This design comes from an exercise in tuning for small area, a short achievable clock period and few clock cycles on the open sky130 flow, not from production work. RTL that was checked went through simulation tests only; none was proved equivalent to the original.

==> flow/design.v (excerpt) <==
module matmul_sequencer (
  input  logic       clk,
  input  logic       rst,
  input  logic       rx_valid,
  input  logic [7:0] rx_data,
  output logic [7:0] tx_data,
  output logic       tx_valid,
  input  logic       tx_ready,
  output logic       busy,
  output logic       done,
  output logic       err
);
==> flow/config.mk <==
export PLATFORM = sky130hd
export DESIGN_NAME = matmul_sequencer
export DESIGN_NICKNAME = matmul_sequencer
export VERILOG_FILES = /design/flow/design.v
export SDC_FILE = /design/flow/constraint.sdc
export NUM_CORES = 4
export LEC_CHECK = 0
export CAP_MARGIN = 20
export CORE_MARGIN = 2
export CORE_UTILIZATION = 40
export PLACE_DENSITY = 0.6
export SLEW_MARGIN = 20
==> flow/constraint.sdc <==
create_clock -name core_clock -period 11.0 [get_ports {clk}]
set_input_delay 2.2000 -clock core_clock [delete_from_list [all_inputs] [get_ports {clk}]]
set_output_delay 2.2000 -clock core_clock [all_outputs]
set_load 0.01 [all_outputs]
standard.sh (not shown) runs the stock make flow with config.mk's settings and CLKGATE_MAP_FILE= SYNTH_SCRIPT=/design/flow/synth_recipe.tcl, a recipe that flattens the netlist after the stock synthesis.
==> flow/flow/run.sh <==
#!/bin/bash
set -euo pipefail
bash standard.sh SETUP_SLACK_MARGIN=7.65 CTS_CLUSTER_SIZE=25 CTS_CLUSTER_DIAMETER=70 finish > standard.log 2>&1
Testbench counts at the start, summed over its fixed seeds: cycles 26,589.
==> next run, changes <==
--- a/flow/design.v
+++ b/flow/design.v
@@ -25,29 +25,38 @@
   logic [31:0] cins [0:3];
   logic        s2v_q, s2fin_q, s2last_q;
   logic [1:0]  s2j_q;
   logic        wfin_q;
   logic [1:0]  wfj_q;
   logic [2:0]  fcol_q;
   logic [31:0] w_q;
-  logic        wv_q, wlast_q;
+  logic        wv_q, wlast_q, sv_q, slast_q;
+  logic [7:0]  s_q;
   logic [1:0]  wb_q, oi_q, oj_q;
   logic        oall_q;
   logic [7:0]  tx_data_q;
   logic        tx_valid_q, tx_last_q;
   logic        rxv, wend, hdr_ok, bload, going_busy, awe;
   logic [31:0] word_d;
   assign rxv    = rx_valid & ~busy_q;
   assign wend   = rxv & (bcnt_q == 2'd3);
   assign word_d = {word_q, rx_data};
   assign hdr_ok = ~nz_q & (rx_data[7:3] == 5'd0) & (rx_data[2:0] != 3'd0) &
                   ~(rx_data[2] & (rx_data[1:0] != 2'd0));
   assign bload  = wend & (st_q == S_B);
   assign going_busy = bload & (ci_q == nm1_q) & (ck_q == pm1_q);
-  assign awe    = apend_q & ((lph_q + 2'd1) == tr_q);
+  function automatic logic [1:0] sig(input logic [1:0] ph);
+    unique case (ph)
+      2'd0:    sig = 2'd0;
+      2'd1:    sig = 2'd2;
+      2'd2:    sig = 2'd3;
+      default: sig = 2'd1;
+    endcase
+  endfunction
+  assign awe    = apend_q & (sig(lph_q + 2'd1) == tr_q);
   always_ff @(posedge clk) begin
     if (rxv) word_q <= word_d[23:0];
     if (wend) hw_q <= word_d;
   end
   always_comb begin
     for (int k = 0; k < 4; k++) begin
       ains[k] = (awe && tk_q == 2'(k)) ? hw_q : ar[k][3];
@@ -1059,39 +1068,43 @@
   assign t_s[29] = c523;
   assign t_c[29] = s524;
   assign t_s[30] = c525;
   assign t_c[30] = s526;
   assign t_s[31] = c527;
   assign t_c[31] = x528;
   always_ff @(posedge clk) cut_q <= cut_d;
-  logic        take, txfree, busy_eff, tx_go, w_to_tx, wfree, avail, load, direct;
+  logic        take, txfree, busy_eff, tx_go, from_s, w_to_tx, w_split;
+  logic        wfree, avail, load, direct;
   logic [31:0] src;
   logic [7:0]  wbyte;
   assign take     = tx_valid_q & tx_ready;
   assign txfree   = ~tx_valid_q | tx_ready;
   assign busy_eff = busy_q | going_busy;
   assign tx_go    = txfree & busy_eff;
-  assign w_to_tx  = tx_go & wv_q;
-  assign wfree    = ~wv_q | (w_to_tx & (wb_q == 2'd3));
+  assign from_s   = tx_go & sv_q;
+  assign w_to_tx  = tx_go & ~sv_q & wv_q;
+  assign w_split  = w_to_tx & (wb_q == 2'd2);
+  assign wfree    = ~wv_q | (txfree & busy_q & ~sv_q & wb_q[1]);
   assign src      = cr[oj_q][0];
-  assign avail    = st_q[1] & ~oall_q & ((lph_q + 2'd2) == oi_q) &
+  assign avail    = st_q[1] & ~oall_q & (sig(lph_q - 2'd2) == oi_q) &
                     (({1'b0, oj_q} < fcol_q) | (wfin_q & (wfj_q == oj_q)));
   assign load     = avail & wfree;
-  assign direct   = load & tx_go & ~wv_q;
+  assign direct   = load & tx_go & ~wv_q & ~sv_q;
   always_comb begin
     unique case (wb_q)
       2'd0:    wbyte = w_q[31:24];
       2'd1:    wbyte = w_q[23:16];
       2'd2:    wbyte = w_q[15:8];
       default: wbyte = w_q[7:0];
     endcase
   end
   always_ff @(posedge clk) begin
     if (load) w_q <= src;
-    if (tx_go) tx_data_q <= wv_q ? wbyte : src[31:24];
+    if (w_split) s_q <= w_q[7:0];
+    if (tx_go) tx_data_q <= sv_q ? s_q : (wv_q ? wbyte : src[31:24]);
   end
   always_ff @(posedge clk or posedge rst) begin
     if (rst) begin
       st_q      <= S_HDR;
       bcnt_q    <= '0;
       hcnt_q    <= '0;
       lph_q     <= '0;
@@ -1116,14 +1129,16 @@
       s2last_q  <= 1'b0;
       s2j_q     <= '0;
       wfin_q    <= 1'b0;
       wfj_q     <= '0;
       fcol_q    <= '0;
       wv_q      <= 1'b0;
       wlast_q   <= 1'b0;
+      sv_q      <= 1'b0;
+      slast_q   <= 1'b0;
       wb_q      <= '0;
       oi_q      <= '0;
       oj_q      <= '0;
       oall_q    <= 1'b0;
       tx_valid_q <= 1'b0;
       tx_last_q <= 1'b0;
     end else begin
@@ -1213,19 +1228,25 @@
           if (oi_q == mm1_q) oall_q <= 1'b1;
           else oi_q <= oi_q + 2'd1;
         end else begin
           oj_q <= oj_q + 2'd1;
         end
       end else if (w_to_tx) begin
         wb_q <= wb_q + 2'd1;
-        if (wb_q == 2'd3) wv_q <= 1'b0;
+        if (wb_q[1]) wv_q <= 1'b0;
+      end
+      if (w_split) begin
+        sv_q    <= 1'b1;
+        slast_q <= wlast_q;
+      end else if (from_s) begin
+        sv_q    <= 1'b0;
       end
       if (tx_go) begin
-        tx_valid_q <= wv_q | direct;
-        tx_last_q  <= wv_q & wlast_q & (wb_q == 2'd3);
+        tx_valid_q <= sv_q | wv_q | direct;
+        tx_last_q  <= sv_q ? slast_q : (wv_q & wlast_q & (wb_q == 2'd3));
       end
       if (take && tx_last_q) begin
         done_q <= 1'b1;
         busy_q <= 1'b0;
         st_q   <= S_HDR;
         oi_q   <= '0;
         oj_q   <= '0;
=>
- area after synthesis grows by 0.90%
- non-clock buffer count grows by 40
- setup slack is about the same
- clock skew shrinks by 0.0058 ns
- design area grows by 2.1%
- via count grows by about 3.5%
- routed wire length grows by about 3%
- synthesized cell count grows by 3.2%
No functional check of the RTL was part of the second run of this note.

## re-timing with driven ports
How much do the figures lean on ideal ports? The routed layouts below were timed once more, with nothing changed but the port constraints.
Step 1 (the two cells are an assumption about what drives the block):
set clk [get_ports {clk}]
set_driving_cell -lib_cell sky130_fd_sc_hd__clkbuf_16 $clk
set_driving_cell -lib_cell sky130_fd_sc_hd__buf_2 [delete_from_list [all_inputs] $clk]
Step 2 moves the port delays by t, midway between the first and last clock arrival at a register: inputs arrive t later, outputs are due t later. That takes back most of the time a late clock gives input paths.
Three values: ideal ports, drivers, drivers and shift; two values: the first two.
| run | t (ns) | setup WS [ns] | worst slew at a driven data input, ns | cell pins on the clock port's net |
|---|---|---|---|---|
| the first run | 0.732 | 7.479 / 7.479 / 6.979 | 0.08 | 1 |
| the second run | 0.716 | 7.479 / 7.479 / 6.947 | 0.14 | 1 |
After both steps setup and hold are still met in every run listed. For the second run, which loses most, drivers alone change the setup slack by 0.000 ns; drivers and shift together by -0.532 ns.
